This design comes from an exercise in tuning for a short achievable clock period and few clock cycles on the open sky130 flow, not from production work. Where RTL was checked, it was by simulation tests only, not by an equivalence proof against the original. For runs 1 to 3 and 7, only the layout was checked, not whether the RTL still works. Power figures rest on the tool's default switching activity, not on a simulated workload.

===== config.mk =====
export PLATFORM = sky130hd
export DESIGN_NAME = psram_cache
export DESIGN_NICKNAME = psram_cache
export VERILOG_FILES = /design/flow/design.v
export SDC_FILE = /design/flow/constraint.sdc
export NUM_CORES = 4
export LEC_CHECK = 0
export ABC_CLOCK_PERIOD_IN_PS = 2200
export CAP_MARGIN = 20
export CORE_MARGIN = 2
export CORE_UTILIZATION = 45
export SETUP_SLACK_MARGIN = 3.8
export SLEW_MARGIN = 20

===== constraint.sdc =====
create_clock -name core_clock -period 6.0 [get_ports {clk}]
set_input_delay 1.2000 -clock core_clock [delete_from_list [all_inputs] [get_ports {clk}]]
set_output_delay 1.2000 -clock core_clock [all_outputs]
set_load 0.01 [all_outputs]

===== design.v =====
package psram_cache_pkg;
  localparam int ADDR_W = 23;
endpackage
module cache_data_ram #(
  parameter int LINES = 64
) (
  input  logic        clk,
  input  logic [7:0]  lo,         
  input  logic [7:0]  hi,         
  output logic [31:0] rd_data,
  input  logic        fill,       
  input  logic [31:0] fill_data,
  input  logic [3:0]  wr_be,      
  input  logic [31:0] wr_data
);
  logic [31:0] mem [64];
  logic [31:0] grp [8];
  for (genvar li = 0; li < 64; li++) begin : g_line
    for (genvar bi = 0; bi < 4; bi++) begin : g_byte
      always_ff @(posedge clk) begin
        if (lo[li % 8] && hi[li / 8] && (fill || wr_be[bi]))
          mem[li][8*bi +: 8] <= fill ? fill_data[8*bi +: 8] : wr_data[8*bi +: 8];
      end
    end
  end
  always_comb begin
    for (int h = 0; h < 8; h++) begin
      grp[h] = '0;
      for (int l = 0; l < 8; l++) grp[h] |= mem[8*h + l] & {32{lo[l]}};
    end
    rd_data = '0;
    for (int h = 0; h < 8; h++) rd_data |= grp[h] & {32{hi[h]}};
  end
endmodule
import psram_cache_pkg::*;
module psram_cache #(
  parameter int LINES = 64
) (
  input  logic              clk,
  input  logic              resetn,
  input  logic              cpu_valid,
  input  logic [ADDR_W-1:0] cpu_addr,
  input  logic [31:0]       cpu_wdata,
  input  logic [3:0]        cpu_wstrb,
  output logic [31:0]       cpu_rdata,
  output logic              cpu_ready,
  input  logic              flush,
  output logic              mem_valid,
  output logic [ADDR_W-1:0] mem_addr,
  output logic [31:0]       mem_wdata,
  output logic [3:0]        mem_wstrb,
  input  logic [31:0]       mem_rdata,
  input  logic              mem_ready,
  output logic [31:0]       stat_hits,
  output logic [31:0]       stat_misses
);
  localparam int IDX_W = 6;
  localparam int TAG_W = ADDR_W - IDX_W;
  logic [63:0]      line_v;
  logic [TAG_W-1:0] line_tag [64];
  logic              rd_wait;     
  logic              rd_q;        
  logic              miss_q;      
  logic              fill_q;      
  logic              wr_q;        
  logic              ov;          
  logic              bv;          
  logic [ADDR_W-1:0] b_addr;
  logic [31:0]       b_wdata;
  logic [3:0]        b_wstrb;
  logic [ADDR_W-1:0] o_addr;      
  logic [31:0]       o_wdata;     
  logic [3:0]        o_wstrb;     
  logic [31:0]       hits_p1;
  logic [31:0]       hits_bak;
  logic [31:0]       misses_p1;
  wire [TAG_W-1:0] in_tag = cpu_addr[ADDR_W-1:IDX_W];
  wire             in_wr  = |cpu_wstrb;
  logic [7:0]  lo, hi;
  logic [63:0] match;
  logic [31:0] line_rd;
  always_comb begin
    for (int i = 0; i < 8; i++) begin
      lo[i] = (cpu_addr[2:0] == 3'(i));
      hi[i] = (cpu_addr[5:3] == 3'(i));
    end
    for (int i = 0; i < 64; i++)
      match[i] = lo[i % 8] && hi[i / 8] && line_v[i] && (line_tag[i] == in_tag);
  end
  wire hit = |match;
  cache_data_ram #(
    .LINES (64)
  ) u_data_ram (
    .clk       (clk),
    .lo        (lo),
    .hi        (hi),
    .rd_data   (line_rd),
    .fill      (fill_q),
    .fill_data (cpu_rdata),
    .wr_be     (wr_q ? cpu_wstrb : 4'b0000),
    .wr_data   (cpu_wdata)
  );
  wire hs       = mem_valid && mem_ready;         
  wire rd_done  = hs && rd_wait && (o_wstrb == 4'b0000);
  wire out_free = !ov || hs;
  wire room     = !(ov && bv);
  wire can_take = cpu_valid && !cpu_ready && !rd_wait;
  wire take_rd  = can_take && !in_wr;
  wire take_wr  = can_take && in_wr && room;
  wire enq_nh   = room && (take_wr || (rd_wait && !rd_q));    
  wire enq_m    = room && take_rd;                             
  wire enq      = enq_nh || (enq_m && !hit);
  wire ov_next  = out_free ? (bv || enq) : 1'b1;
  always_ff @(posedge clk or posedge resetn) begin
    if (resetn) begin
      line_v      <= '0;
      rd_wait     <= 1'b0;
      rd_q        <= 1'b0;
      miss_q      <= 1'b0;
      fill_q      <= 1'b0;
      wr_q        <= 1'b0;
      ov          <= 1'b0;
      bv          <= 1'b0;
      cpu_ready   <= 1'b0;
      mem_valid   <= 1'b0;
      stat_hits   <= '0;
      stat_misses <= '0;
    end else begin
      for (int i = 0; i < 64; i++)
        line_v[i] <= (fill_q && lo[i % 8] && hi[i / 8]) || (line_v[i] && !flush);
      rd_wait   <= (rd_wait && !rd_done) || (take_rd && !hit);
      rd_q      <= (rd_wait && !rd_done && (rd_q || room)) || (enq_m && !hit);
      miss_q    <= take_rd && !hit;
      fill_q    <= rd_done;
      wr_q      <= take_wr && hit;
      cpu_ready <= take_wr || rd_done || (take_rd && hit);
      ov        <= ov_next;
      bv        <= out_free ? (bv && enq) : (bv || enq);
      mem_valid <= !hs && (mem_valid || (ov_next && !mem_ready));
      if (take_rd)     stat_hits <= hits_p1;
      else if (miss_q) stat_hits <= hits_bak;
      if (miss_q)      stat_misses <= misses_p1;
    end
  end
  always_ff @(posedge clk) begin
    hits_p1   <= stat_hits + 32'd1;
    hits_bak  <= stat_hits;
    misses_p1 <= stat_misses + 32'd1;
    cpu_rdata <= rd_wait ? mem_rdata : line_rd;
    for (int i = 0; i < 64; i++)
      if (fill_q && lo[i % 8] && hi[i / 8]) line_tag[i] <= in_tag;
    if (!bv || out_free) begin
      b_addr  <= cpu_addr;
      b_wdata <= cpu_wdata;
      b_wstrb <= cpu_wstrb;
    end
    o_addr    <= out_free ? (bv ? b_addr  : cpu_addr)  : mem_addr;
    o_wdata   <= out_free ? (bv ? b_wdata : cpu_wdata) : mem_wdata;
    o_wstrb   <= out_free ? (bv ? b_wstrb : cpu_wstrb) : mem_wstrb;
    mem_addr  <= out_free ? (bv ? b_addr  : cpu_addr)  : o_addr;
    mem_wdata <= out_free ? (bv ? b_wdata : cpu_wdata) : o_wdata;
    mem_wstrb <= out_free ? (bv ? b_wstrb : cpu_wstrb) : o_wstrb;
  end
endmodule

===== run.sh =====
#!/bin/bash
# synth_recipe.tcl (not shown) runs the flow's synth.tcl, then flattens the netlist and writes it again
# the make line also repeats each setting of config.mk as NAME=value (left out here)
make -C /OpenROAD-flow-scripts/flow DESIGN_CONFIG=/design/flow/config.mk WORK_HOME=/design/flow/orfs CLKGATE_MAP_FILE= SYNTH_SCRIPT=/design/flow/synth_recipe.tcl finish

==> results of run 1 <==
[power groups by stage]
stage                     registers, uW  logic, uW  clock network, uW
after CTS                         28900       6730              23000
after global placement            29300       5130                  0
after detailed placement          29400       5220                  0
after global routing              28900       7420              24100
final                             28900       7140              23000
after floorplan                   29200       2700                  0
[Yosys cell counts (58+ instances only)]
master	instances	area share, %
a21oi_1	138	0.50
nand2_1	156	0.43
nand4_1	454	2.1
mux2_2	108	0.88
a221oi_1	203	1.3
buf_4	75	0.41
nor2_1	504	1.4
edfxtp_1	3195	70
o21a_1	120	0.65
dfxtp_1	246	3.6
xor2_1	58	0.37
mux2i_1	133	0.97
a31oi_1	82	0.37
a21o_1	61	0.33
a22oi_1	569	3.1
o21ai_0	76	0.28
nor3_1	71	0.26
a22o_1	147	0.94
buf_2	222	0.81
dfrtp_1	137	2.5
clkbuf_1	143	0.39
xnor2_1	1090	6.9
nand3_1	88	0.32
[per-layer routing]
metal,vias up,GRT usage [%]
li1,35435,-
met1,45270,40.7
met2,6225,49.0
met3,1393,8.56
met4,12,17.8
met5,-,0.293
[cell families (layout without fill, tap and decap cells)]
kind of cell | after synthesis | in the layout | share of synthesized area [%]
AO/OA/AOI/OAI | 1493 | 1493 | 8.01
other | 0 | 14 | 0
XOR/XNOR | 1148 | 1148 | 7.30
AND/OR/NAND/NOR | 1374 | 1385 | 4.95
adder cells (fa/ha/maj) | 2 | 2 | 0.0182
multiplexers | 257 | 258 | 2.11
flip-flops | 3578 | 3578 | 75.8
buffers and inverters | 521 | 2111 | 1.85
[timing repair]
action                     in CTS  in global routing
hold endpoints to repair        0                  0
setup endpoints to repair    4533               1907
pin swaps                     370                200
gates cloned                  127                 20
setup buffers                 577                158
resized for setup            1829                236
[stage by stage]
stage,setup TNS (ps),hold WS [ps]
finish,0,439
global route,0,457
CTS,0,442
detailed placement,0,426
global placement,-910,422
floorplan,0,414
[final timing paths]
| check | startpoint | end | slack, ps | cells past startpoint |
|---|---|---|---|---|
| max | cpu_addr[2] | bv | 2950 | 15 |
| min | o_wdata[24] | mem_wdata[24] | 440 | 1 |
| max reg2reg | line_tag[6][9] | bv | 3160 | 11 |
| min reg2reg | o_wdata[24] | mem_wdata[24] | 440 | 1 |
| max in group asynchronous | resetn | stat_misses[10] | 4070 | 3 |
| min in group asynchronous | resetn | stat_hits[21] | 780 | 2 |
[area by class of cell]
| type | count | area, um^2 | area share [%] |
|---|---|---|---|
| diodes | 14 | 35.0 | 0.0197 |
| clock buffers | 467 | 9780 | 5.49 |
| clock inverters | 201 | 2250 | 1.26 |
| inverters | 24 | 118 | 0.0660 |
| multi-input cells | 4286 | 36500 | 20.5 |
| flip-flops and latches | 3578 | 105000 | 58.6 |
| well taps | 4100 | 5130 | 2.88 |
| repair buffers | 1419 | 19900 | 11.2 |
[critical path, delay by kind of cell]
family                 cells  cell delay, ps
and+or+nand+nor            7            1140
AOI/OAI and AO/OA          2             520
buffers and inverters      6            1050
==> flow_summary.json, run 1 <==
{
  "outcome": "finished clean",
  "cts_buffer_depth": 4,
  "power_frac_seq_pct": 48.9,
  "power_per_cell_area_nw_per_um2": 331,
  "gp_routability_congestion": 0.893,
  "fp-row-count": 203,
  "synth_edf_count": 3195,
  "h-tree-depth": 5,
  "place_area_um2": 149000,
  "hold_buffers": 0,
  "area_delta_synth_final_pct": 29.5,
  "async_flop_share_pct": 3.83,
  "relSlewSlack_pct": 26.7,
  "finClkSkew_ps": 78.8,
  "hpwl_mm": 264,
  "hold_viol": 0,
  "worstHoldPathType": "flip-flop to flip-flop",
  "synth-seq-cells": 3578,
  "rsz0062_at_grt": "true",
  "stdcell_count": 14089,
  "ir_drop_mv": 0.288,
  "fin_nets": 9773,
  "start_util_pct": 45.1,
  "antenna_left": 0,
  "firstDrtPassIters": 10,
  "wl_met1_mm": 184,
  "regMostFlops": "u_data_ram.mem",
  "seq_area_frac_synth_pct": 75.8,
  "route.met2.wl_mm": 231,
  "crit_type": "input pin to flip-flop",
  "port_buffers": 252,
  "dpl.cell_count": 12524,
  "intPower_uw": 44400,
  "grt_pass1_wl_mm": 684,
  "clkSlewWorstSetupHoldPaths_ps": 60,
  "ys_warn_count": 5,
  "synth_ff_type": "edfxtp_1",
  "final_cell_area_um2": 178000,
  "crit_fanout": 7,
  "die_y_um": 557,
  "netlist_instances": 8373,
  "io_pins": 253,
  "pre_cts_slack_ps": 20.6,
  "synth_cell_types": 66,
  "clk_latency_ps": 980,
  "worst_path_largest_cell_delay_ps": 480,
  "worstSetupStartpointType": "input pin",
  "viasPerCell": 6.27,
  "cts_sinks": 3578,
  "period_minus_slack_ps": 3050,
  "p_leak_uw": 0.0579,
  "drive_gt1_share_pct": 28.9,
  "fillerInstances": 22299,
  "reg_top3": "u_data_ram.mem x2048, line_tag x1088, line_v x64",
  "die_area_um2": 310000,
  "power_uw": 59000,
  "swShare_pct": 24.7,
  "routed.top_layer": "met5",
  "route.vias.total": 88335,
  "combPwrFrac_pct": 12.1,
  "setup_viol": 0,
  "cts_tree": "built",
  "initialDrtViolationCount": 13761,
  "antenna_found_initial": 20,
  "final_util_pct": 58.4,
  "final_common_cell": "edfxtp_1",
  "drv_cap": 0,
  "power_switching_uw": 14600,
  "grt_pass1_vias": 83859,
  "worst_ep_arrival_time_ps": 3970,
  "grt_usage_pct": 31.8,
  "grt_max_degree": 87,
  "cts_inserted_buffers": 366,
  "slowest_stage": "nor4_4",
  "die_w_um": 557,
  "largest_reg_flops": 2048,
  "synth_area_per_cell_um2": 16.4,
  "cts_root_buffer": "clkbuf_16",
  "global_route.overflow_total": 0,
  "core_um2": 305000,
  "fin_crit_sh_pct": 50.9,
  "syn-num-nets": 8471,
  "worst_pin_slew_ps": 1100,
  "drc": 0,
  "setup_slack_ps": 2950,
  "route.met3.wl_mm": 60.0,
  "wl_mm": 510,
  "p_clk_share_pct": 38.9,
  "slew_violations": 0,
  "mostFrequentLayoutCells": "3,195 x edfxtp_1, 1,088 x xnor2_1, 559 x buf_4, 528 x a22oi_1, 454 x nand4_1",
  "fmax_mhz": 328,
  "wl_per_cell_um": 36.2,
  "worstPathCellList": "buf_16, buf_16, nor3_4, buf_4, buf_6, nand2_2, buf_6, nor2_1, nand4_1, nand4_1, nor4_4, nand4_1, buf_6, o211ai_1, a22o_1",
  "cp-end-kind": "flip-flop",
  "syn-cell-area_um2": 138000,
  "required_ps": 6910
}
==> run 2: changes to the inputs <==
--- a/design.v
+++ b/design.v
@@ -62,7 +62,10 @@
   logic              rd_q;        
   logic              miss_q;      
-  logic              fill_q;      
   logic              wr_q;        
   logic              ov;          
+  logic              o_isrd;      
+  logic              mv_q;        
+  logic              rdy_q;       
+  logic [31:0]       rdata_q;     
   logic              bv;          
   logic [ADDR_W-1:0] b_addr;
@@ -96,14 +99,14 @@
     .hi        (hi),
     .rd_data   (line_rd),
-    .fill      (fill_q),
-    .fill_data (cpu_rdata),
+    .fill      (rd_done),
+    .fill_data (mem_rdata),
     .wr_be     (wr_q ? cpu_wstrb : 4'b0000),
     .wr_data   (cpu_wdata)
   );
-  wire hs       = mem_valid && mem_ready;         
-  wire rd_done  = hs && rd_wait && (o_wstrb == 4'b0000);
+  wire hs       = mv_q && mem_ready;              
+  wire rd_done  = hs && o_isrd;
   wire out_free = !ov || hs;
   wire room     = !(ov && bv);
-  wire can_take = cpu_valid && !cpu_ready && !rd_wait;
+  wire can_take = cpu_valid && !rdy_q && !rd_wait;
   wire take_rd  = can_take && !in_wr;
   wire take_wr  = can_take && in_wr && room;
@@ -112,4 +115,7 @@
   wire enq      = enq_nh || (enq_m && !hit);
   wire ov_next  = out_free ? (bv || enq) : 1'b1;
+  assign mem_valid = mv_q || (ov && !mem_ready);
+  assign cpu_ready = rdy_q || rd_done;
+  assign cpu_rdata = rd_wait ? mem_rdata : rdata_q;
   always_ff @(posedge clk or posedge resetn) begin
     if (resetn) begin
@@ -118,24 +124,24 @@
       rd_q        <= 1'b0;
       miss_q      <= 1'b0;
-      fill_q      <= 1'b0;
       wr_q        <= 1'b0;
       ov          <= 1'b0;
+      o_isrd      <= 1'b0;
       bv          <= 1'b0;
-      cpu_ready   <= 1'b0;
-      mem_valid   <= 1'b0;
+      rdy_q       <= 1'b0;
+      mv_q        <= 1'b0;
       stat_hits   <= '0;
       stat_misses <= '0;
     end else begin
       for (int i = 0; i < 64; i++)
-        line_v[i] <= (fill_q && lo[i % 8] && hi[i / 8]) || (line_v[i] && !flush);
+        line_v[i] <= (rd_done && lo[i % 8] && hi[i / 8]) || (line_v[i] && !flush);
       rd_wait   <= (rd_wait && !rd_done) || (take_rd && !hit);
       rd_q      <= (rd_wait && !rd_done && (rd_q || room)) || (enq_m && !hit);
       miss_q    <= take_rd && !hit;
-      fill_q    <= rd_done;
       wr_q      <= take_wr && hit;
-      cpu_ready <= take_wr || rd_done || (take_rd && hit);
+      rdy_q     <= take_wr || (take_rd && hit);
       ov        <= ov_next;
+      if (out_free) o_isrd <= bv ? (b_wstrb == 4'b0000) : (cpu_wstrb == 4'b0000);
       bv        <= out_free ? (bv && enq) : (bv || enq);
-      mem_valid <= !hs && (mem_valid || (ov_next && !mem_ready));
+      mv_q      <= mem_valid && !mem_ready;
       if (take_rd)     stat_hits <= hits_p1;
       else if (miss_q) stat_hits <= hits_bak;
@@ -147,7 +153,7 @@
     hits_bak  <= stat_hits;
     misses_p1 <= stat_misses + 32'd1;
-    cpu_rdata <= rd_wait ? mem_rdata : line_rd;
+    rdata_q   <= line_rd;
     for (int i = 0; i < 64; i++)
-      if (fill_q && lo[i % 8] && hi[i / 8]) line_tag[i] <= in_tag;
+      if (rd_done && lo[i % 8] && hi[i / 8]) line_tag[i] <= in_tag;
     if (!bv || out_free) begin
       b_addr  <= cpu_addr;
==> flow_summary.json, run 2 <==
{
  "tns_ps": 0,
  "io_pins": 253,
  "pre_cts_slack_ps": 749,
  "fin_crit_sh_pct": 59.6,
  "yosysMostFrequentCell": "edfxtp_1",
  "fp-row-count": 206,
  "antenna_left": 0,
  "crit_type": "flip-flop to output pin",
  "stdcell_count": 14777,
  "period_minus_slack_ps": 3570,
  "p_leak_uw": 0.0580,
  "largest_reg_flops": 2048,
  "min_to": "stat_hits[14]",
  "port_buffers": 252,
  "drive_gt1_share_pct": 28.6,
  "die_y_um": 565,
  "ff2ff_path_depth": 6,
  "initialDrtViolationCount": 14857,
  "crit_fanout": 5,
  "worst_ep_arrival_time_ps": 2370,
  "grt_pass1_wl_mm": 714,
  "cp_top_family": "flip-flops",
  "antenna_found_initial": 27,
  "yosysTopAreaCell": "edfxtp_1",
  "hpwl_mm": 281,
  "reg2reg_from": "bv",
  "clk_latency_ps": 950,
  "synth-seq-cells": 3578,
  "crit_path_start": "rd_wait",
  "slowest_stage": "dfrtp_4",
  "synth_edf_count": 3195,
  "synth_top_area_share_pct": 67.7,
  "worstReg2RegEnd": "ov",
  "viasPerCell": 6.40,
  "relSlewSlack_pct": 31.4,
  "regMostFlops": "u_data_ram.mem",
  "die_w_um": 565,
  "cts_sinks": 3578,
  "outcome": "finished clean",
  "cts_root_buffer": "clkbuf_16",
  "slew_violations": 0,
  "final_cell_area_um2": 183000,
  "worstHoldPathType": "flip-flop to flip-flop",
  "ys_top_cells_by_count": "3,195 x edfxtp_1, 1,125 x xnor2_1, 638 x nand4_1, 498 x nor2_1, 472 x a22oi_1",
  "syn-num-nets": 9194,
  "crit_buf_inv": 3,
  "final_util_pct": 58.1,
  "setup_slack_ps": 2430,
  "cp-end-kind": "output pin",
  "clkSlewWorstSetupHoldPaths_ps": 60,
  "synth_area_per_cell_um2": 15.6,
  "worst_path_largest_cell_delay_ps": 590,
  "drc": 0,
  "cts_tree": "built",
  "hold_depth": 2,
  "reg_top3": "u_data_ram.mem x2048, line_tag x1088, line_v x64",
  "firstDrtPassIters": 6,
  "place_area_um2": 154000,
  "rsz0062_at_grt": "true",
  "synth_cell_types": 72,
  "required_ps": 4800,
  "worstSetupStartpointType": "flip-flop",
  "global_route.overflow_total": 0,
  "start_util_pct": 45.1,
  "worst_pin_slew_ps": 1030,
  "setup_viol": 0,
  "netlist_instances": 9096,
  "hp-start": "hits_p1[14]",
  "grt_pass1_vias": 87927,
  "wl_per_cell_um": 37.0,
  "dpl.cell_count": 13240,
  "r2r_slack_ps": 3400,
  "synth_ff_type": "edfxtp_1",
  "ir_drop_mv": 0.243,
  "core_um2": 314000,
  "power_per_cell_area_nw_per_um2": 330,
  "gp_routability_congestion": 0.896,
  "hold_viol": 0,
  "die_area_um2": 319000,
  "synth_area_leaders": "edfxtp_1 68%, xnor2_1 7.0%, dfxtp_1 3.5%",
  "drv_cap": 0,
  "crit_top_cell": "buf_12",
  "cts_buffer_depth": 4,
  "wl_mm": 546,
  "finClkSkew_ps": 50.2,
  "ys_warn_count": 5,
  "final_common_cell": "edfxtp_1",
  "seq_area_frac_synth_pct": 73.6,
  "route.vias.total": 94641,
  "worstPathCellList": "buf_12, buf_12, mux2_4, buf_6",
  "hold_buffers": 0,
  "area_delta_synth_final_pct": 29.0,
  "async_flop_share_pct": 3.83,
  "h-tree-depth": 5,
  "syn-cell-area_um2": 142000,
  "mostFrequentLayoutCells": "3,195 x edfxtp_1, 1,125 x xnor2_1, 638 x nand4_1, 456 x buf_4, 396 x a22oi_1",
  "grt_max_degree": 111,
  "fin_nets": 10385,
  "grt_usage_pct": 32.1,
  "cts_inserted_buffers": 362,
  "fmax_mhz": 280
}
==> run 2: cell count changes after synthesis, sizes merged, moves of 33 or more <==
| cell | change |
|---|---|
| mux2i | +110 |
| mux2 | +36 |
| nand3 | -44 |
| o22ai | +82 |
| xnor2 | +35 |
| nor3 | +129 |
| a21o | -60 |
| clkbuf | +33 |
| a22oi | -97 |
| inv | +60 |
| nand2 | +285 |
| o21ai | +37 |
| nand4 | +184 |
| xor2 | -35 |
==> run 2: cell families after synthesis <==
kind of cell	after synthesis	share of synthesized area (%)
and+or+nand+nor	1938	6.82
AOI/OAI and AO/OA	1450	7.36
muxes	398	3.04
xor gates and xnor gates	1148	7.10
adders and majority gates	2	0.0177
DFF	3578	73.6
buffers and inverters	582	2.04
==> run 2: how the worst max path moves through the flow <==
stage	endpoint	slack (ps)	cells after the start
after floorplan	bv	3090	1
after global placement	rdata_q[5]	740	9
after detailed placement	rdata_q[5]	750	9
after CTS	cpu_rdata[9]	2410	4
after global routing	cpu_rdata[9]	2410	4
final	cpu_rdata[9]	2430	4
==> run 2: what timing repair did <==
action / CTS / global route
resized for setup: 1921 / 301
setup buffers: 508 / 193
endpoints found under the setup margin: 5611 / 2367
pin swaps: 357 / 279
gates cloned: 103 / 39
==> run 2: power breakdown <==
group,internal (uW),switching (uW),leakage [uW]
logic,3260,4970,0.0197
registers,28600,612,0.0326
clock network,13000,9840,0.00572
==> run 2: cell type report <==
cell class | instances | area, um^2
diodes | 30 | 75.1
clock buffers | 479 | 9930
clock inverters | 185 | 1840
fillers | 23352 | 132000
inverters | 82 | 323
multi-input cells | 4974 | 43000
flip-flops and latches | 3578 | 104000
well taps | 4160 | 5200
repair buffers | 1289 | 17800
==> run 2: layer usage <==
metal	up-vias	GRT usage (%)	share of wire (%)
li1	38044	-	-
met1	48155	41.8	36
met2	6869	48.1	44
met3	1563	8.66	12
met4	10	19.3	7.8
met5	-	0.551	0.029
==> run 2: worst register-to-register path: cells and delay by family (launching register included) <==
kind	cells	cell delay (ps)
buffers and inverters	1	590
AND/OR/NAND/NOR	3	860
AO/OA/AOI/OAI	2	320
flip-flops	1	710
==> run 2: stage by stage <==
step | hold slack [ps] | total power, uW
2_1_floorplan | 407 | 32900
3_3_place_gp | 415 | 35600
3_5_place_dp | 422 | 35800
4_1_cts | 428 | 59500
5_1_grt | 440 | 61500
6_report | 421 | 60200
==> run 3: changes to the inputs <==
--- a/design.v
+++ b/design.v
@@ -59,14 +59,15 @@
   logic [63:0]      line_v;
   logic [TAG_W-1:0] line_tag [64];
-  logic              rd_wait;     
-  logic              rd_q;        
+  logic              rw_a;        
   logic              miss_q;      
+  logic              rq_a, rq_b;  
+  logic              ov_a, ov_b;
+  logic              bv_a, bv_b;
+  logic              rdy_a, rdy_b;
   logic              wr_q;        
-  logic              ov;          
   logic              o_isrd;      
   logic              mv_q;        
-  logic              rdy_q;       
   logic [31:0]       rdata_q;     
-  logic              bv;          
+  logic              sel_mem;     
   logic [ADDR_W-1:0] b_addr;
   logic [31:0]       b_wdata;
@@ -104,4 +105,9 @@
     .wr_data   (cpu_wdata)
   );
+  wire rd_wait  = rw_a || miss_q;                
+  wire rd_q     = rq_a || rq_b;
+  wire ov       = ov_a || ov_b;                   
+  wire bv       = bv_a || bv_b;                   
+  wire rdy_q    = rdy_a || rdy_b;                 
   wire hs       = mv_q && mem_ready;              
   wire rd_done  = hs && o_isrd;
@@ -113,20 +119,25 @@
   wire enq_nh   = room && (take_wr || (rd_wait && !rd_q));    
   wire enq_m    = room && take_rd;                             
-  wire enq      = enq_nh || (enq_m && !hit);
-  wire ov_next  = out_free ? (bv || enq) : 1'b1;
+  wire ov_nh    = !out_free || bv || enq_nh;
+  wire bv_nh    = out_free ? (bv && enq_nh) : (bv || enq_nh);
+  wire bv_m     = (bv || !out_free) && enq_m;
   assign mem_valid = mv_q || (ov && !mem_ready);
   assign cpu_ready = rdy_q || rd_done;
-  assign cpu_rdata = rd_wait ? mem_rdata : rdata_q;
+  assign cpu_rdata = sel_mem ? mem_rdata : rdata_q;
   always_ff @(posedge clk or posedge resetn) begin
     if (resetn) begin
       line_v      <= '0;
-      rd_wait     <= 1'b0;
-      rd_q        <= 1'b0;
+      rw_a        <= 1'b0;
       miss_q      <= 1'b0;
+      rq_a        <= 1'b0;
+      rq_b        <= 1'b0;
       wr_q        <= 1'b0;
-      ov          <= 1'b0;
+      ov_a        <= 1'b0;
+      ov_b        <= 1'b0;
       o_isrd      <= 1'b0;
-      bv          <= 1'b0;
-      rdy_q       <= 1'b0;
+      bv_a        <= 1'b0;
+      bv_b        <= 1'b0;
+      rdy_a       <= 1'b0;
+      rdy_b       <= 1'b0;
       mv_q        <= 1'b0;
       stat_hits   <= '0;
@@ -135,12 +146,16 @@
       for (int i = 0; i < 64; i++)
         line_v[i] <= (rd_done && lo[i % 8] && hi[i / 8]) || (line_v[i] && !flush);
-      rd_wait   <= (rd_wait && !rd_done) || (take_rd && !hit);
-      rd_q      <= (rd_wait && !rd_done && (rd_q || room)) || (enq_m && !hit);
+      rw_a      <= rd_wait && !rd_done;
       miss_q    <= take_rd && !hit;
+      rq_a      <= rd_wait && !rd_done && (rd_q || room);
+      rq_b      <= enq_m && !hit;
       wr_q      <= take_wr && hit;
-      rdy_q     <= take_wr || (take_rd && hit);
-      ov        <= ov_next;
+      rdy_a     <= take_wr;
+      rdy_b     <= take_rd && hit;
+      ov_a      <= ov_nh;
+      ov_b      <= out_free && enq_m && !hit;
       if (out_free) o_isrd <= bv ? (b_wstrb == 4'b0000) : (cpu_wstrb == 4'b0000);
-      bv        <= out_free ? (bv && enq) : (bv || enq);
+      bv_a      <= bv_nh;
+      bv_b      <= bv_m && !hit;
       mv_q      <= mem_valid && !mem_ready;
       if (take_rd)     stat_hits <= hits_p1;
@@ -154,4 +169,5 @@
     misses_p1 <= stat_misses + 32'd1;
     rdata_q   <= line_rd;
+    sel_mem   <= rd_wait && !rd_done;
     for (int i = 0; i < 64; i++)
       if (rd_done && lo[i % 8] && hi[i / 8]) line_tag[i] <= in_tag;
--- a/config.mk
+++ b/config.mk
@@ -10,4 +10,4 @@
 export CORE_MARGIN = 2
 export CORE_UTILIZATION = 45
-export SETUP_SLACK_MARGIN = 3.8
+export SETUP_SLACK_MARGIN = 3.5
 export SLEW_MARGIN = 20
==> flow_summary.json, run 3 <==
{
  "yosysMostFrequentCell": "edfxtp_1",
  "ys_top_cells_by_count": "3,195 x edfxtp_1, 852 x xor2_1, 453 x a22oi_1, 416 x nor2_1, 408 x nand2_1",
  "crit_fanout": 6,
  "core_um2": 306000,
  "final_common_cell": "edfxtp_1",
  "firstDrtPassIters": 10,
  "cts_buffer_depth": 4,
  "wl_mm": 505,
  "cts_root_buffer": "clkbuf_16",
  "grt_pass1_wl_mm": 682,
  "fin_nets": 9625,
  "start_util_pct": 45.2,
  "power_switching_uw": 14800,
  "drv_cap": 0,
  "area_delta_synth_final_pct": 26.0,
  "fp-row-count": 203,
  "worstHoldPathType": "flip-flop to flip-flop",
  "required_ps": 4800,
  "outcome": "finished clean",
  "gp_routability_congestion": 0.912,
  "wl_per_cell_um": 36.2,
  "synth_area_leaders": "edfxtp_1 69%, xor2_1 5.4%, dfxtp_1 3.6%",
  "worst_pin_slew_ps": 1300,
  "fin_crit_sh_pct": 57.9,
  "netlist_instances": 8567,
  "worstSetupStartpointType": "flip-flop",
  "p_leak_uw": 0.0579,
  "antenna_found_initial": 18,
  "ys_warn_count": 5,
  "clkSlewWorstSetupHoldPaths_ps": 60,
  "cts_tree": "built",
  "tns_ps": 0,
  "final_util_pct": 57.0,
  "drc": 0,
  "regMostFlops": "u_data_ram.mem",
  "finClkSkew_ps": 78.5,
  "die_w_um": 558,
  "power_per_cell_area_nw_per_um2": 340,
  "die_area_um2": 312000,
  "synth_ff_type": "edfxtp_1",
  "grt_use_met1_pct": 40.2,
  "grtUsageMet2_pct": 48.5,
  "synth_cell_types": 76,
  "hold_viol": 0,
  "relSlewSlack_pct": 13.4,
  "hpwl_mm": 270,
  "worst_ep_arrival_time_ps": 2280,
  "slew_violations": 0,
  "met3_usage_pct": 8.38,
  "cp-end-kind": "output pin",
  "seq_area_frac_synth_pct": 75.5,
  "initialDrtViolationCount": 12578,
  "global_route.overflow_total": 0,
  "h-tree-depth": 5,
  "yosysTopAreaCell": "edfxtp_1",
  "async_flop_share_pct": 3.94,
  "synth_edf_count": 3195,
  "fmax_mhz": 288,
  "cts_sinks": 3583,
  "route.vias.total": 86891,
  "syn-cell-area_um2": 138000,
  "clk_latency_ps": 1010,
  "swShare_pct": 25.1,
  "grt_usage_pct": 31.6,
  "viasPerCell": 6.23,
  "crit_type": "flip-flop to output pin",
  "intPower_uw": 44400,
  "power_frac_seq_pct": 48.5,
  "p_clk_share_pct": 39.3,
  "syn-num-nets": 8665,
  "reg_top3": "u_data_ram.mem x2048, line_tag x1088, line_v x64",
  "gr-max-usage-layer": "met2",
  "setup_viol": 0,
  "synth_area_per_cell_um2": 16.1,
  "antenna_left": 0,
  "period_minus_slack_ps": 3480,
  "grt_max_degree": 87,
  "synth-seq-cells": 3583,
  "port_buffers": 252,
  "ir_drop_mv": 0.282,
  "combPwrFrac_pct": 12.2,
  "drive_gt1_share_pct": 26.7,
  "rsz0062_at_grt": "true",
  "largest_reg_flops": 2048,
  "die_y_um": 558,
  "mostFrequentLayoutCells": "3,195 x edfxtp_1, 847 x xor2_1, 470 x buf_4, 424 x a22oi_1, 385 x clkbuf_16",
  "grt_pass1_vias": 83077,
  "synth_top_area_share_pct": 69.4,
  "cts_inserted_buffers": 371,
  "io_pins": 253
}
==> run 3: changes by cell type after synthesis, moves of 149 or more <==
cell	previous run	this run
nor4_1	32	212
nor3_1	200	17
mux2i_1	243	94
xnor2_1	1125	296
xor2_1	23	852
nand4_1	638	109
==> run 3: area by class of cell <==
| class | instances | area (um^2) |
|---|---|---|
| Timing Repair Buffer | 1109 | 14900 |
| Multi-Input combinational cell | 4389 | 37100 |
| Sequential cell | 3583 | 105000 |
| Clock buffer | 492 | 10200 |
| Fill cell | 23288 | 131000 |
| Tap cell | 4100 | 5130 |
| Clock inverter | 187 | 2120 |
| Inverter | 73 | 290 |
| Antenna cell | 9 | 22.5 |
==> run 3: what timing repair did <==
item | in CTS | in global routing
hold buffers | 0 | 0
setup endpoints to repair | 5372 | 1117
setup buffers | 353 | 93
gates cloned | 111 | 17
resized for setup | 1632 | 239
pin swaps | 177 | 164
==> run 3: power by group through the flow <==
stage                     combinational (uW)  clock (uW)  sequential (uW)
final                                   7230       23300            28700
after global routing                    7460       24300            28800
after CTS                               6870       23300            28700
after detailed placement                5430           0            29300
after global placement                  5320           0            29200
after floorplan                         2980           0            29200
==> run 3: path summary, 6_finish.rpt <==
path,from,end,slack [ps],cells after the start
setup / recovery,sel_mem,cpu_rdata[28],2520,3
hold / removal,o_wstrb[2],mem_wstrb[2],410,1
setup reg to reg,line_tag[40][8],ov_b,3380,7
hold reg to reg,o_wstrb[2],mem_wstrb[2],410,1
max in group asynchronous,resetn,line_v[46],4270,3
min in group asynchronous,resetn,stat_hits[19],600,2
==> run 3: metrics by stage <==
step                      cell area, um^2  setup WS [ps]  hold slack (ps)  instances  power [uW]
after floorplan                    143000           2670              414       8567       32100
after global placement             149000           1220              421      12677       34600
after detailed placement           150000           1150              425      12680       34700
after CTS                          172000           2460              431      13823       59000
after global routing               174000           2460              448      13939       60600
final                              174000           2520              408      13942       59200
==> run 3: worst max-delay path, stage by stage (launching register included) <==
cell,delay (ps)
dfxtp_4,400
buf_12,190
mux2_4,440
clkdlybuf4s15_1,280
==> run 3: logic make-up after synthesis <==
family          Yosys count  share of synthesized area, %
flops                  3583                          75.5
simple gates           1527                          5.37
compound gates         1470                          7.89
xor+xnor               1148                          7.27
buf+inv                 608                          2.12
mux                     229                          1.84
fa+ha+maj                 2                        0.0181
==> run 3: routing by layer <==
metal	part of all wire (%)	wire length, um
met4	7.1	35900
met1	37	185000
met2	45	230000
met5	0.027	134
met3	11	55200
==> run 4: changes to the inputs <==
--- a/design.v
+++ b/design.v
@@ -8,4 +8,6 @@
   input  logic [7:0]  lo,         
   input  logic [7:0]  hi,         
+  input  logic        rd_sel_mem,
+  input  logic [31:0] mem_data,
   output logic [31:0] rd_data,
   input  logic        fill,       
@@ -29,6 +31,6 @@
       for (int l = 0; l < 8; l++) grp[h] |= mem[8*h + l] & {32{lo[l]}};
     end
-    rd_data = '0;
-    for (int h = 0; h < 8; h++) rd_data |= grp[h] & {32{hi[h]}};
+    rd_data = mem_data & {32{rd_sel_mem}};
+    for (int h = 0; h < 8; h++) rd_data |= grp[h] & {32{hi[h] && !rd_sel_mem}};
   end
 endmodule
@@ -68,6 +70,4 @@
   logic              o_isrd;      
   logic              mv_q;        
-  logic [31:0]       rdata_q;     
-  logic              sel_mem;     
   logic [ADDR_W-1:0] b_addr;
   logic [31:0]       b_wdata;
@@ -99,4 +99,6 @@
     .lo        (lo),
     .hi        (hi),
+    .rd_sel_mem (rd_wait),
+    .mem_data  (mem_rdata),
     .rd_data   (line_rd),
     .fill      (rd_done),
@@ -123,6 +125,5 @@
   wire bv_m     = (bv || !out_free) && enq_m;
   assign mem_valid = mv_q || (ov && !mem_ready);
-  assign cpu_ready = rdy_q || rd_done;
-  assign cpu_rdata = sel_mem ? mem_rdata : rdata_q;
+  assign cpu_ready = rdy_q;
   always_ff @(posedge clk or posedge resetn) begin
     if (resetn) begin
@@ -151,5 +152,5 @@
       rq_b      <= enq_m && !hit;
       wr_q      <= take_wr && hit;
-      rdy_a     <= take_wr;
+      rdy_a     <= take_wr || rd_done;
       rdy_b     <= take_rd && hit;
       ov_a      <= ov_nh;
@@ -168,6 +169,5 @@
     hits_bak  <= stat_hits;
     misses_p1 <= stat_misses + 32'd1;
-    rdata_q   <= line_rd;
-    sel_mem   <= rd_wait && !rd_done;
+    cpu_rdata <= line_rd;
     for (int i = 0; i < 64; i++)
       if (rd_done && lo[i % 8] && hi[i / 8]) line_tag[i] <= in_tag;
--- a/config.mk
+++ b/config.mk
@@ -9,5 +9,5 @@
 export CAP_MARGIN = 20
 export CORE_MARGIN = 2
-export CORE_UTILIZATION = 45
+export CORE_UTILIZATION = 52
 export SETUP_SLACK_MARGIN = 3.5
 export SLEW_MARGIN = 20
==> flow_summary.json, run 4 <==
{
  "outcome": "finished clean",
  "mostFrequentLayoutCells": "3,195 x edfxtp_1, 848 x xor2_1, 506 x buf_4, 437 x a22oi_1, 396 x clkbuf_16",
  "place_area_um2": 148000,
  "cts_inserted_buffers": 366,
  "die_y_um": 519,
  "hold_viol": 0,
  "period_minus_slack_ps": 2950,
  "cts_tree": "built",
  "hold_buffers": 0,
  "worst_pin_slew_ps": 1010,
  "netlist_instances": 8508,
  "grt_pass1_wl_mm": 654,
  "min_to": "stat_hits[10]",
  "seq_area_frac_synth_pct": 75.6,
  "power_per_cell_area_nw_per_um2": 336,
  "tns_ps": 0,
  "clkSlewWorstSetupHoldPaths_ps": 50,
  "syn-cell-area_um2": 138000,
  "reg_top3": "u_data_ram.mem x2048, line_tag x1088, line_v x64",
  "cts_root_buffer": "clkbuf_16",
  "global_route.overflow_total": 0,
  "ys_top_cells_by_count": "3,195 x edfxtp_1, 853 x xor2_1, 454 x a22oi_1, 433 x nor2_1, 344 x nand2_1",
  "rsz0062_at_grt": "true",
  "die_area_um2": 270000,
  "route.met3.wl_mm": 49.8,
  "final_common_cell": "edfxtp_1",
  "fmax_mhz": 339,
  "yosysTopAreaCell": "edfxtp_1",
  "worst_ep_arrival_time_ps": 1750,
  "p_leak_uw": 0.0571,
  "cts_buffer_depth": 4,
  "viasPerCell": 6.43,
  "reg2reg_from": "miss_q",
  "grt_max_degree": 182,
  "route.vias.total": 85528,
  "wl_met1_mm": 181,
  "regMostFlops": "u_data_ram.mem",
  "drv_cap": 0,
  "synth-seq-cells": 3582,
  "finClkSkew_ps": 44.3,
  "antenna_left": 0,
  "drive_gt1_share_pct": 26.5,
  "clk_latency_ps": 960,
  "core_um2": 265000,
  "async_flop_share_pct": 3.94,
  "worstSetupStartpointType": "input pin",
  "required_ps": 4800,
  "hpwl_mm": 252,
  "fp-row-count": 189,
  "drc": 0,
  "worstHoldPathType": "flip-flop to flip-flop",
  "io_pins": 253,
  "grt_usage_pct": 34.7,
  "relSlewSlack_pct": 32.8,
  "slew_violations": 0,
  "start_util_pct": 52.2,
  "fin_nets": 9554,
  "die_w_um": 519,
  "antenna_found_initial": 13,
  "crit_fanout": 5,
  "worstReg2RegEnd": "cpu_rdata[10]",
  "port_buffers": 252,
  "area_delta_synth_final_pct": 25.2,
  "initialDrtViolationCount": 11453,
  "syn-num-nets": 8606,
  "crit_type": "input pin to output pin",
  "wl_per_cell_um": 36.6,
  "hold_depth": 2,
  "wl_mm": 487,
  "final_cell_area_um2": 173000,
  "synth_edf_count": 3195,
  "firstDrtPassIters": 6,
  "grt_pass1_vias": 80871,
  "synth_cell_types": 68,
  "largest_reg_flops": 2048,
  "fin_crit_sh_pct": 49.1,
  "r2r_slack_ps": 3190,
  "ff2ff_path_depth": 9,
  "routed.top_layer": "met5",
  "synth_top_area_share_pct": 69.5,
  "h-tree-depth": 5,
  "synth_ff_type": "edfxtp_1",
  "yosysMostFrequentCell": "edfxtp_1",
  "hp-start": "hits_p1[10]",
  "crit_path_start": "mem_ready",
  "cp-end-kind": "output pin",
  "ys_warn_count": 5,
  "setup_viol": 0,
  "ir_drop_mv": 0.290,
  "gp_routability_congestion": 0.869,
  "synth_area_per_cell_um2": 16.2,
  "route.met2.wl_mm": 224,
  "cts_sinks": 3582,
  "synth_area_leaders": "edfxtp_1 69%, xor2_1 5.4%, dfxtp_1 3.6%"
}
-- run 4: worst max path at each step --
stage,end,slack [ps]
5_1_grt,mem_valid,3020
3_5_place_dp,cpu_rdata[10],930
3_3_place_gp,cpu_rdata[10],640
2_1_floorplan,rq_b,2670
4_1_cts,mem_valid,3000
6_report,mem_valid,3050
-- run 4: layer usage --
layer | vias up | GRT usage [%]
met2 | 4845 | 53.9
met5 | - | 0
met3 | 1094 | 7.49
met1 | 44553 | 46.1
li1 | 35028 | -
met4 | 8 | 18.0
-- run 4: cell type report --
type	instances	area, um^2
antenna	9	22.5
clock buffer	497	9990
clock inverter	176	1640
timing repair buffer	1116	14700
fill	18323	91800
inverter	74	282
sequential	3582	105000
multi-input combinational	4316	37100
tap	3533	4420
-- run 4: cell families (layout without fill, tap and decap cells) --
logic type	Yosys count	after routing	share of synthesized area [%]
mux	178	178	1.48
fa+ha+maj	2	2	0.0181
simple gates	1461	1470	5.21
compound gates	1518	1519	8.18
xor+xnor	1147	1147	7.28
buf+inv	620	1863	2.22
flops	3582	3582	75.6
other cells	0	9	0
-- run 4: what timing repair did --
item | 4_1_cts | 5_1_grt
endpoints found under the hold margin | 0 | 0
setup endpoints to repair | 5434 | 2039
resized for setup | 1460 | 302
cloned | 100 | 25
buffers inserted | 285 | 224
pin swaps | 117 | 156
-- run 4: worst max-delay path, stage by stage --
cell and delay, ps:
clkdlybuf4s15_2 250, o21bai_4 170, buf_6 130
-- run 4: stage by stage --
stage	setup WS (ps)	total power, uW	hold slack [ps]	instances	utilization (%)
detailed placement	926	34700	428	11987	56.0
CTS	3000	57700	441	13045	63.6
global placement	638	34500	411	11986	56.0
finish	3050	58000	439	13303	65.3
floorplan	2670	32100	414	8508	-
global route	3020	59300	449	13295	65.3
-- run 4: power breakdown --
part	internal [uW]	switching, uW
clock	12800	9670
sequential	28400	403
combinational	2530	4200
Testbench counts of run 4, summed over its fixed seeds: cycles 168,812.
==> run 5: changes to the inputs <==
--- a/config.mk
+++ b/config.mk
@@ -9,5 +9,6 @@
 export CAP_MARGIN = 20
 export CORE_MARGIN = 2
-export CORE_UTILIZATION = 52
-export SETUP_SLACK_MARGIN = 3.5
+export CORE_UTILIZATION = 45
+export SETUP_SLACK_MARGIN = 3.3
 export SLEW_MARGIN = 20
+export TNS_END_PERCENT = 30
==> flow_summary.json, run 5 <==
{
  "outcome": "finished clean",
  "synth_area_per_cell_um2": 16.2,
  "r2r_slack_ps": 3170,
  "antenna_left": 0,
  "cts_inserted_buffers": 366,
  "worstHoldPathType": "flip-flop to flip-flop",
  "ys_top_cells_by_count": "3,195 x edfxtp_1, 853 x xor2_1, 454 x a22oi_1, 433 x nor2_1, 344 x nand2_1",
  "slowest_stage": "dfrtp_2",
  "synth_ff_type": "edfxtp_1",
  "setup_viol": 0,
  "synth_cell_types": 68,
  "fp-row-count": 203,
  "grt_max_degree": 180,
  "reg_top3": "u_data_ram.mem x2048, line_tag x1088, line_v x64",
  "worst_ep_arrival_time_ps": 1760,
  "cts_buffer_depth": 4,
  "port_buffers": 252,
  "fin_nets": 9526,
  "antenna_found_initial": 22,
  "period_minus_slack_ps": 2960,
  "synth_area_leaders": "edfxtp_1 69%, xor2_1 5.4%, dfxtp_1 3.6%",
  "async_flop_share_pct": 3.94,
  "cts_root_buffer": "clkbuf_16",
  "ys_warn_count": 5,
  "synth_top_area_share_pct": 69.5,
  "gp_routability_congestion": 0.906,
  "final_cell_area_um2": 170000,
  "worstPathCellList": "nor2_4, o21bai_4, buf_6",
  "wl_mm": 485,
  "clkSlewWorstSetupHoldPaths_ps": 60,
  "ir_drop_mv": 0.330,
  "fin_crit_sh_pct": 49.4,
  "cp-endpoint": "mem_valid",
  "h-tree-depth": 5,
  "relSlewSlack_pct": 14.9,
  "synth_edf_count": 3195,
  "start_util_pct": 45.2,
  "power_per_cell_area_nw_per_um2": 343,
  "crit_path_start": "ov_b",
  "yosysTopAreaCell": "edfxtp_1",
  "mostFrequentLayoutCells": "3,195 x edfxtp_1, 849 x xor2_1, 520 x buf_4, 440 x a22oi_1, 385 x clkbuf_16",
  "clk_latency_ps": 980,
  "hold_buffers": 0,
  "hold_ws_ps": 399,
  "die_w_um": 558,
  "global_route.overflow_total": 0,
  "hold_viol": 0,
  "ff2ff_path_depth": 4,
  "grt_usage_pct": 30.2,
  "area_delta_synth_final_pct": 23.0,
  "p_leak_uw": 0.0566,
  "viasPerCell": 6.22,
  "cp-end-kind": "output pin",
  "cts_tree": "built",
  "drc": 0,
  "route.vias.total": 86184,
  "synth-seq-cells": 3582,
  "fillerInstances": 23487,
  "drv_cap": 0,
  "tns_ps": 0,
  "grt_pass1_wl_mm": 656,
  "wl_per_cell_um": 35.0,
  "die_y_um": 558,
  "worst_path_largest_cell_delay_ps": 450,
  "reg2reg_from": "o_isrd",
  "firstDrtPassIters": 8,
  "core_um2": 306000,
  "die_area_um2": 311000,
  "crit_fanout": 2,
  "hpwl_mm": 259,
  "finClkSkew_ps": 55.1,
  "required_ps": 4800,
  "netlist_instances": 8508,
  "syn-num-nets": 8606,
  "place_area_um2": 148000,
  "worstReg2RegEnd": "u_data_ram.mem[36][26]",
  "initialDrtViolationCount": 13068,
  "yosysMostFrequentCell": "edfxtp_1",
  "grt_pass1_vias": 81143,
  "io_pins": 253,
  "largest_reg_flops": 2048,
  "cts_sinks": 3582,
  "ff_latch_area_um2": 105000,
  "regMostFlops": "u_data_ram.mem",
  "fmax_mhz": 338,
  "syn-cell-area_um2": 138000,
  "multi_input_area_um2": 33700,
  "drive_gt1_share_pct": 23.4,
  "worst_pin_slew_ps": 1280,
  "final_common_cell": "edfxtp_1",
  "seq_area_frac_synth_pct": 75.6,
  "crit_type": "flip-flop to output pin",
  "slew_violations": 0,
  "worstSetupStartpointType": "flip-flop",
  "rsz0062_at_grt": "true"
}
## run 5: metal layers
metal	track usage [%]	routed length [um]
met1	40.2	180000
met2	46.9	223000
met3	6.64	53700
met4	14.6	27800
met5	0	53
## run 5: repair_timing
action / 4_1_cts / 5_1_grt
resized for setup: 1134 / 354
pin swaps: 107 / 97
cloned: 99 / 18
endpoints found under the setup margin: 5412 / 1813
setup buffers: 269 / 121
## run 5: report_power, final
part | internal [uW] | switching [uW]
combinational | 2210 | 4030
sequential | 28400 | 424
clock | 13200 | 9950
total | 43800 | 14400
## run 5: worst max-delay path, delay by kind of cell (launching register included)
| family | cells | cell delay (ps) |
|---|---|---|
| buffers and inverters | 1 | 140 |
| AOI/OAI and AO/OA | 1 | 90 |
| DFF | 1 | 450 |
| and+or+nand+nor | 1 | 140 |
## run 5: through the flow
| step | cells | worst slack [ps] | util, % | total power (uW) |
|---|---|---|---|---|
| 6_report | 13849 | 3040 | 55.6 | 58200 |
| 5_1_grt | 13830 | 3000 | 55.6 | 59500 |
| 4_1_cts | 13687 | 2980 | 54.9 | 58000 |
| 3_5_place_dp | 12653 | 1050 | 48.3 | 34600 |
| 3_3_place_gp | 12633 | 810 | 48.2 | 34400 |
| 2_1_floorplan | 8508 | 2670 | - | 31900 |
## run 5: final cells by class
type,count,area share (%)
sequential,3582,61.5
multi-input combinational,4312,19.9
timing repair buffer,1092,8.24
clock buffer,456,5.72
tap,4100,3.02
clock inverter,210,1.40
inverter,74,0.166
antenna,23,0.0339
## run 5: cells by family after synthesis
family,after synthesis,share of synthesized area [%]
compound gates,1518,8.18
mux,178,1.48
buf+inv,620,2.22
flops,3582,75.6
xor+xnor,1147,7.28
fa+ha+maj,2,0.0181
simple gates,1461,5.21
## run 5: worst min-delay path by stage
stage / from / endpoint / slack [ps] / cells past startpoint
floorplan: misses_p1[0] / stat_misses[0] / 410 / 2
global placement: stat_hits[30] / hits_bak[30] / 410 / 0
detailed placement: stat_hits[30] / hits_bak[30] / 420 / 0
CTS: stat_hits[30] / hits_bak[30] / 430 / 0
global route: stat_hits[31] / hits_bak[31] / 410 / 0
finish: stat_hits[30] / hits_bak[30] / 400 / 0
==> run 6: changes to the inputs <==
--- a/config.mk
+++ b/config.mk
@@ -10,5 +10,4 @@
 export CORE_MARGIN = 2
 export CORE_UTILIZATION = 45
-export SETUP_SLACK_MARGIN = 3.3
+export SETUP_SLACK_MARGIN = 3.5
 export SLEW_MARGIN = 20
-export TNS_END_PERCENT = 30
==> flow_summary.json, run 6 <==
{
  "ir_drop_mv": 0.261,
  "grt_usage_pct": 30.6,
  "largest_reg_flops": 2048,
  "synth-compound-area-share_pct": 8.18,
  "final_common_cell": "edfxtp_1",
  "pre_cts_slack_ps": 931,
  "fin_crit_sh_pct": 49.7,
  "fin_nets": 9630,
  "global_route.overflow_total": 0,
  "gp_routability_congestion": 0.913,
  "crit_type": "flip-flop to output pin",
  "worst_pin_slew_ps": 1050,
  "cp-end-kind": "output pin",
  "drc": 0,
  "synth_cell_types": 68,
  "power_uw": 58700,
  "die_area_um2": 311000,
  "grt_pass1_vias": 81772,
  "route.vias.total": 87027,
  "hold_viol": 0,
  "swShare_pct": 25.0,
  "io_pins": 253,
  "worstHoldPathType": "flip-flop to flip-flop",
  "intPower_uw": 44000,
  "synth_ff_type": "edfxtp_1",
  "fmax_mhz": 335,
  "power_frac_seq_pct": 49.2,
  "synth-adder-area-share_pct": 0.0181,
  "wl_mm": 502,
  "setup_viol": 0,
  "worst_ep_arrival_time_ps": 1780,
  "antenna_left": 0,
  "start_util_pct": 45.2,
  "slowest_stage": "dfrtp_1",
  "ys_warn_count": 5,
  "area_delta_synth_final_pct": 26.8,
  "yosysMostFrequentCell": "edfxtp_1",
  "cts_sinks": 3582,
  "drv_cap": 0,
  "hold_buffers": 0,
  "clk_latency_ps": 970,
  "setup_slack_ps": 3020,
  "netlist_instances": 8508,
  "clkSlewWorstSetupHoldPaths_ps": 60,
  "synth_top_family_by_area": "compound AO/OA/AOI/OAI gates",
  "worstSetupStartpointType": "flip-flop",
  "antenna_found_initial": 17,
  "grt_pass1_wl_mm": 664,
  "die_w_um": 558,
  "rsz0062_at_grt": "true",
  "die_y_um": 558,
  "reg_top3": "u_data_ram.mem x2048, line_tag x1088, line_v x64",
  "initialDrtViolationCount": 11807,
  "crit_fanout": 2,
  "grt_max_degree": 179,
  "relSlewSlack_pct": 30.2,
  "muxShareOfSynthArea_pct": 1.48,
  "synthSimpleGateAreaFrac_pct": 5.21,
  "combPwrFrac_pct": 11.7,
  "synth-seq-cells": 3582,
  "synth_edf_count": 3195,
  "fillerInstances": 22958,
  "yosysTopAreaCell": "edfxtp_1",
  "finClkSkew_ps": 49.8,
  "cts_root_buffer": "clkbuf_16",
  "dpl.cell_count": 12567,
  "slew_violations": 0,
  "stdcell_count": 13952,
  "outcome": "finished clean",
  "port_buffers": 252,
  "synth_area_per_cell_um2": 16.2,
  "p_leak_uw": 0.0579,
  "fp-row-count": 203,
  "required_ps": 4800,
  "async_flop_share_pct": 3.94,
  "viasPerCell": 6.24,
  "core_um2": 306000,
  "drive_gt1_share_pct": 27.0,
  "firstDrtPassIters": 8,
  "hpwl_mm": 268,
  "tns_ps": 0,
  "cts_buffer_depth": 4,
  "period_minus_slack_ps": 2980,
  "synth_xor_area_share_pct": 7.28,
  "mostFrequentLayoutCells": "3,195 x edfxtp_1, 846 x xor2_1, 497 x buf_4, 434 x a22oi_1, 400 x clkbuf_16",
  "ys_top_cells_by_count": "3,195 x edfxtp_1, 853 x xor2_1, 454 x a22oi_1, 433 x nor2_1, 344 x nand2_1",
  "syn-num-nets": 8606,
  "worstPathCellList": "nor2_4, o21bai_4, buf_6",
  "multi_input_area_um2": 36600,
  "power_per_cell_area_nw_per_um2": 335,
  "cts_inserted_buffers": 368,
  "synth_area_leaders": "edfxtp_1 69%, xor2_1 5.4%, dfxtp_1 3.6%",
  "seq_area_frac_synth_pct": 75.6,
  "synth_top_area_share_pct": 69.5,
  "cts_tree": "built",
  "h-tree-depth": 5,
  "worst_path_largest_cell_delay_ps": 400,
  "syn-cell-area_um2": 138000,
  "regMostFlops": "u_data_ram.mem",
  "wl_per_cell_um": 36.0,
  "p_clk_share_pct": 39.1,
  "power_switching_uw": 14700,
  "ff_latch_area_um2": 105000,
  "hold_ws_ps": 438
}
[run 6: changes by cell type in the layout (fill, tap and decap cells not counted), moves of 37 or more]
| cell | delta |
|---|---|
| a221oi_1 | -40 |
| a31oi_1 | -46 |
| buf_12 | +89 |
| buf_6 | +65 |
| clkbuf_2 | -40 |
| dfxtp_1 | -43 |
| dfxtp_2 | +37 |
| nor2_1 | -144 |
| nor2_2 | -98 |
| nor2_4 | +242 |
[run 6: kinds of logic (layout without fill, tap and decap cells)]
| group | count (synthesis) | in the layout |
|---|---|---|
| muxes | 178 | 178 |
| adders and majority gates | 2 | 2 |
| DFF | 3582 | 3582 |
| other | 0 | 10 |
| AOI/OAI and AO/OA | 1518 | 1519 |
| buffers and inverters | 620 | 1946 |
| and+or+nand+nor | 1461 | 1468 |
| xor gates and xnor gates | 1147 | 1147 |
[run 6: power by group through the flow]
stage | combinational, uW | clock [uW] | sequential, uW
floorplan | 2910 | 0 | 29200
global placement | 5370 | 0 | 29300
detailed placement | 5480 | 0 | 29300
CTS | 6440 | 23000 | 28900
global route | 7100 | 23900 | 28900
finish | 6850 | 22900 | 28900
[run 6: path summary, 6_finish.rpt]
kind / from / end / slack [ps] / cells past startpoint
max: ov_a / mem_valid / 3020 / 3
max in group asynchronous: resetn / miss_q / 4240 / 3
min in group asynchronous: resetn / stat_hits[8] / 540 / 2
min reg2reg: o_addr[12] / mem_addr[12] / 440 / 1
min: o_addr[12] / mem_addr[12] / 440 / 1
max reg2reg: mv_q / u_data_ram.mem[32][25] / 3240 / 5
[run 6: area by class of cell]
cell class	count	area share, %
clock inverter	199	1.18
multi-input combinational	4314	20.9
antenna	10	0.0143
sequential	3582	59.8
timing repair buffer	1192	9.36
tap	4100	2.93
clock buffer	481	5.66
inverter	74	0.161
[run 6: timing repair]
action                     in CTS  in global routing
gates cloned                   99                 36
resized for setup            1496                322
setup buffers                 328                232
setup endpoints to repair    5496               1577
pin swaps                     160                194
[run 6: stage by stage]
stage / area, um^2 / utilization [%]
2_1_floorplan: 143000 / -
3_3_place_gp: 149000 / 48.8
3_5_place_dp: 149000 / 48.8
4_1_cts: 170000 / 55.7
5_1_grt: 175000 / 57.3
6_report: 175000 / 57.3
[run 6: metal layers]
layer  vias up  share of wire (%)  track usage, %  wire length (um)
met2      5588                 46            48.0            231000
met3      1133                 11            6.29             55400
li1      35159                  -               -                 -
met4         8                6.3            15.6             31700
met1     45139                 37            40.5            184000
met5         -              0.045               0               228
[run 6: worst max-delay path: cells and delay by family (launching register included)]
kind | cells | cell delay (ps)
compound gates | 1 | 110
simple gates | 1 | 170
flops | 1 | 400
buf+inv | 1 | 140
==> run 7: changes to the inputs <==
--- a/design.v
+++ b/design.v
@@ -2,36 +2,22 @@
   localparam int ADDR_W = 23;
 endpackage
-module cache_data_ram #(
-  parameter int LINES = 64
+module cache_and_or #(
+  parameter int N = 8
 ) (
-  input  logic        clk,
-  input  logic [7:0]  lo,         
-  input  logic [7:0]  hi,         
-  input  logic        rd_sel_mem,
-  input  logic [31:0] mem_data,
-  output logic [31:0] rd_data,
-  input  logic        fill,       
-  input  logic [31:0] fill_data,
-  input  logic [3:0]  wr_be,      
-  input  logic [31:0] wr_data
+  input  logic [N-1:0] a,
+  input  logic [N-1:0] s,
+  output logic         y
 );
-  logic [31:0] mem [64];
-  logic [31:0] grp [8];
-  for (genvar li = 0; li < 64; li++) begin : g_line
-    for (genvar bi = 0; bi < 4; bi++) begin : g_byte
-      always_ff @(posedge clk) begin
-        if (lo[li % 8] && hi[li / 8] && (fill || wr_be[bi]))
-          mem[li][8*bi +: 8] <= fill ? fill_data[8*bi +: 8] : wr_data[8*bi +: 8];
-      end
-    end
-  end
-  always_comb begin
-    for (int h = 0; h < 8; h++) begin
-      grp[h] = '0;
-      for (int l = 0; l < 8; l++) grp[h] |= mem[8*h + l] & {32{lo[l]}};
-    end
-    rd_data = mem_data & {32{rd_sel_mem}};
-    for (int h = 0; h < 8; h++) rd_data |= grp[h] & {32{hi[h] && !rd_sel_mem}};
-  end
+  assign y = |(a & s);
+endmodule
+module cache_tag_match #(
+  parameter int W = 17
+) (
+  input  logic [W-1:0] a,
+  input  logic [W-1:0] b,
+  input  logic         en,
+  output logic         y
+);
+  assign y = en && (a == b);
 endmodule
 import psram_cache_pkg::*;
@@ -81,31 +67,52 @@
   wire [TAG_W-1:0] in_tag = cpu_addr[ADDR_W-1:IDX_W];
   wire             in_wr  = |cpu_wstrb;
+  logic        rd_wait;           
+  logic        rd_done;           
   logic [7:0]  lo, hi;
-  logic [63:0] match;
+  logic [7:0]  hi_g;
+  logic [63:0] tmatch;
+  logic [7:0]  hit_grp;
+  logic        hit;
+  logic [31:0] line_data [64];
+  logic [7:0]  rd_grp [32];
   logic [31:0] line_rd;
   always_comb begin
     for (int i = 0; i < 8; i++) begin
-      lo[i] = (cpu_addr[2:0] == 3'(i));
-      hi[i] = (cpu_addr[5:3] == 3'(i));
+      lo[i]   = (cpu_addr[2:0] == 3'(i));
+      hi[i]   = (cpu_addr[5:3] == 3'(i));
+      hi_g[i] = hi[i] && !rd_wait;
     end
-    for (int i = 0; i < 64; i++)
-      match[i] = lo[i % 8] && hi[i / 8] && line_v[i] && (line_tag[i] == in_tag);
   end
-  wire hit = |match;
-  cache_data_ram #(
-    .LINES (64)
-  ) u_data_ram (
-    .clk       (clk),
-    .lo        (lo),
-    .hi        (hi),
-    .rd_sel_mem (rd_wait),
-    .mem_data  (mem_rdata),
-    .rd_data   (line_rd),
-    .fill      (rd_done),
-    .fill_data (mem_rdata),
-    .wr_be     (wr_q ? cpu_wstrb : 4'b0000),
-    .wr_data   (cpu_wdata)
-  );
-  wire rd_wait  = rw_a || miss_q;                
+  for (genvar li = 0; li < 64; li++) begin : g_tm
+    cache_tag_match #(.W(TAG_W)) u_tm (
+      .a (line_tag[li]), .b (in_tag), .en (line_v[li]), .y (tmatch[li])
+    );
+  end
+  for (genvar hi_i = 0; hi_i < 8; hi_i++) begin : g_hg
+    cache_and_or #(.N(8)) u_hg (.a (tmatch[8*hi_i +: 8]), .s (lo), .y (hit_grp[hi_i]));
+  end
+  cache_and_or #(.N(8)) u_hit (.a (hit_grp), .s (hi), .y (hit));
+  for (genvar bi = 0; bi < 32; bi++) begin : g_rd
+    for (genvar hi_i = 0; hi_i < 8; hi_i++) begin : g_grp
+      logic [7:0] col;
+      for (genvar l = 0; l < 8; l++) begin : g_col
+        assign col[l] = line_data[8*hi_i + l][bi];
+      end
+      cache_and_or #(.N(8)) u_grp (.a (col), .s (lo), .y (rd_grp[bi][hi_i]));
+    end
+    cache_and_or #(.N(9)) u_sel (
+      .a ({mem_rdata[bi], rd_grp[bi]}), .s ({rd_wait, hi_g}), .y (line_rd[bi])
+    );
+  end
+  wire [3:0] wr_be = wr_q ? cpu_wstrb : 4'b0000;
+  for (genvar li = 0; li < 64; li++) begin : g_line
+    for (genvar bi = 0; bi < 4; bi++) begin : g_byte
+      always_ff @(posedge clk) begin
+        if (lo[li % 8] && hi[li / 8] && (rd_done || wr_be[bi]))
+          line_data[li][8*bi +: 8] <= rd_done ? mem_rdata[8*bi +: 8] : cpu_wdata[8*bi +: 8];
+      end
+    end
+  end
+  assign rd_wait = rw_a || miss_q;               
   wire rd_q     = rq_a || rq_b;
   wire ov       = ov_a || ov_b;                   
@@ -113,5 +120,5 @@
   wire rdy_q    = rdy_a || rdy_b;                 
   wire hs       = mv_q && mem_ready;              
-  wire rd_done  = hs && o_isrd;
+  assign rd_done = hs && o_isrd;
   wire out_free = !ov || hs;
   wire room     = !(ov && bv);
--- a/config.mk
+++ b/config.mk
@@ -12,2 +12,4 @@
 export SETUP_SLACK_MARGIN = 3.5
 export SLEW_MARGIN = 20
+export SYNTH_HIERARCHICAL = 1
+export SYNTH_MINIMUM_KEEP_SIZE = 0
==> flow_summary.json, run 7 <==
{
  "port_buffers": 252,
  "grt_max_degree": 113,
  "syn-cell-area_um2": 135000,
  "reg_top3": "line_data x2048, line_tag x1088, line_v x64",
  "syn-num-nets": 8041,
  "h-tree-depth": 5,
  "outcome": "finished clean",
  "wl_met1_mm": 169,
  "period_minus_slack_ps": 2980,
  "firstDrtPassIters": 9,
  "clkSlewWorstSetupHoldPaths_ps": 60,
  "synthSimpleGateAreaFrac_pct": 6.18,
  "worstSetupStartpointType": "flip-flop",
  "gp_routability_congestion": 0.869,
  "clk_latency_ps": 980,
  "cts_inserted_buffers": 368,
  "worst_ep_arrival_time_ps": 1780,
  "crit_type": "flip-flop to output pin",
  "muxShareOfSynthArea_pct": 0.217,
  "hpwl_mm": 245,
  "tns_ps": 0,
  "synth_cell_types": 48,
  "synth_top_area_share_pct": 71.2,
  "slew_violations": 0,
  "cts_root_buffer": "clkbuf_16",
  "antenna_found_initial": 22,
  "hold_buffers": 0,
  "drive_gt1_share_pct": 22.5,
  "netlist_instances": 7943,
  "slowest_stage": "dfrtp_1",
  "rsz0062_at_grt": "true",
  "routed.top_layer": "met5",
  "cp-end-kind": "output pin",
  "synth_edf_count": 3195,
  "route.met3.wl_mm": 39.9,
  "io_pins": 253,
  "synth_area_per_cell_um2": 17.0,
  "grt_pass1_vias": 77782,
  "pre_cts_slack_ps": 721,
  "wl_mm": 425,
  "area_delta_synth_final_pct": 22.4,
  "global_route.overflow_total": 0,
  "setup_viol": 0,
  "yosysTopAreaCell": "edfxtp_1",
  "fin_nets": 9168,
  "drv_cap": 0,
  "yosysMostFrequentCell": "edfxtp_1",
  "route.met2.wl_mm": 199,
  "synth_ff_type": "edfxtp_1",
  "die_area_um2": 304000,
  "viasPerCell": 6.07,
  "hold_viol": 0,
  "regMostFlops": "line_data",
  "antenna_left": 0,
  "hold_ws_ps": 405,
  "synth_area_leaders": "edfxtp_1 71%, a22oi_1 6.3%, xnor2_1 5.6%",
  "crit_fanout": 2,
  "finClkSkew_ps": 87.1,
  "worstHoldPathType": "flip-flop to flip-flop",
  "power_uw": 58100,
  "cts_tree": "built",
  "start_util_pct": 45.3,
  "synth-seq-cells": 3582,
  "mostFrequentLayoutCells": "3,195 x edfxtp_1, 992 x a22oi_1, 866 x xnor2_1, 470 x nand4_1, 410 x buf_4",
  "route.vias.total": 80970,
  "wl_per_cell_um": 31.9,
  "die_w_um": 551,
  "fmax_mhz": 336,
  "core_um2": 298000,
  "synth_xor_area_share_pct": 7.46,
  "initialDrtViolationCount": 10270
}
run 7: cell types whose count changed after synthesis, sizes merged, moves of 93 or more:
| cell | delta |
|---|---|
| buf | -302 |
| nand4 | +393 |
| a22o | -169 |
| xor2 | -571 |
| a31oi | -190 |
| a221oi | -185 |
| xnor2 | +572 |
| nor2 | -93 |
| a22oi | +670 |
| a21oi | -100 |
| clkbuf | -127 |
run 7: final cells by class:
class,instances,area (um^2)
timing repair buffer,868,10300
antenna,10,25.0
inverter,77,297
clock buffer,497,10200
sequential,3582,105000
tap,3939,4930
multi-input combinational,4173,32600
clock inverter,188,2080
fill,22846,133000
run 7: cells by family (layout without fill, tap and decap cells):
group | Yosys count | in the layout
XOR/XNOR | 1148 | 1148
buffers and inverters | 194 | 1630
flip-flops | 3582 | 3582
multiplexers | 26 | 26
other | 0 | 10
AND/OR/NAND/NOR | 1565 | 1571
AO/OA/AOI/OAI | 1426 | 1426
adder cells (fa/ha/maj) | 2 | 2
run 7: worst max-delay path, delay by kind of cell, from the launching register on:
family,cells,cell delay (ps)
flip-flops,1,390
buffers and inverters,1,170
AND/OR/NAND/NOR,1,140
AO/OA/AOI/OAI,1,110
run 7: per-layer routing:
layer,vias up,GRT usage [%]
met5,-,0
met2,4282,42.7
met1,41909,37.6
met4,12,9.60
li1,34050,-
met3,717,4.98
run 7: path summary, 6_finish.rpt:
path / startpoint / end / slack (ps) / depth (start not counted)
max in group asynchronous: resetn / line_v[13] / 4010 / 3
max: ov_a / mem_valid / 3020 / 3
min reg2reg: hits_p1[12] / stat_hits[12] / 410 / 2
max reg2reg: mv_q / line_tag[7][6] / 3150 / 7
min: hits_p1[12] / stat_hits[12] / 410 / 2
min in group asynchronous: resetn / line_v[17] / 810 / 2
run 7: power by group:
| part | total (uW) | leakage (uW) | internal, uW | switching [uW] |
|---|---|---|---|---|
| Combinational | 5940 | 0.0143 | 2100 | 3840 |
| Clock | 23300 | 0.00600 | 13500 | 9740 |
| Sequential | 28900 | 0.0327 | 28400 | 437 |
run 7: through the flow:
| step | util [%] | area (um^2) | cells |
|---|---|---|---|
| floorplan | - | 135000 | 7943 |
| global placement | 49.0 | 146000 | 12360 |
| detailed placement | 49.0 | 146000 | 12360 |
| CTS | 54.8 | 163000 | 13251 |
| global route | 55.4 | 165000 | 13330 |
| finish | 55.5 | 165000 | 13334 |
run 7: what timing repair did:
item	in CTS	in global routing
endpoints found under the setup margin	5449	1778
buffers inserted	166	55
gates resized for setup	1473	224
hold endpoints to repair	0	0
cloned	40	18
pin swaps	79	129

Check on run 7: ideal ports give 3.021 ns setup slack; a clkbuf_16 on the clock port and buf_2 on the inputs give 2.918 ns; moving port delays by the midpoint clock arrival (1.039 ns) as well gives 1.906 ns.
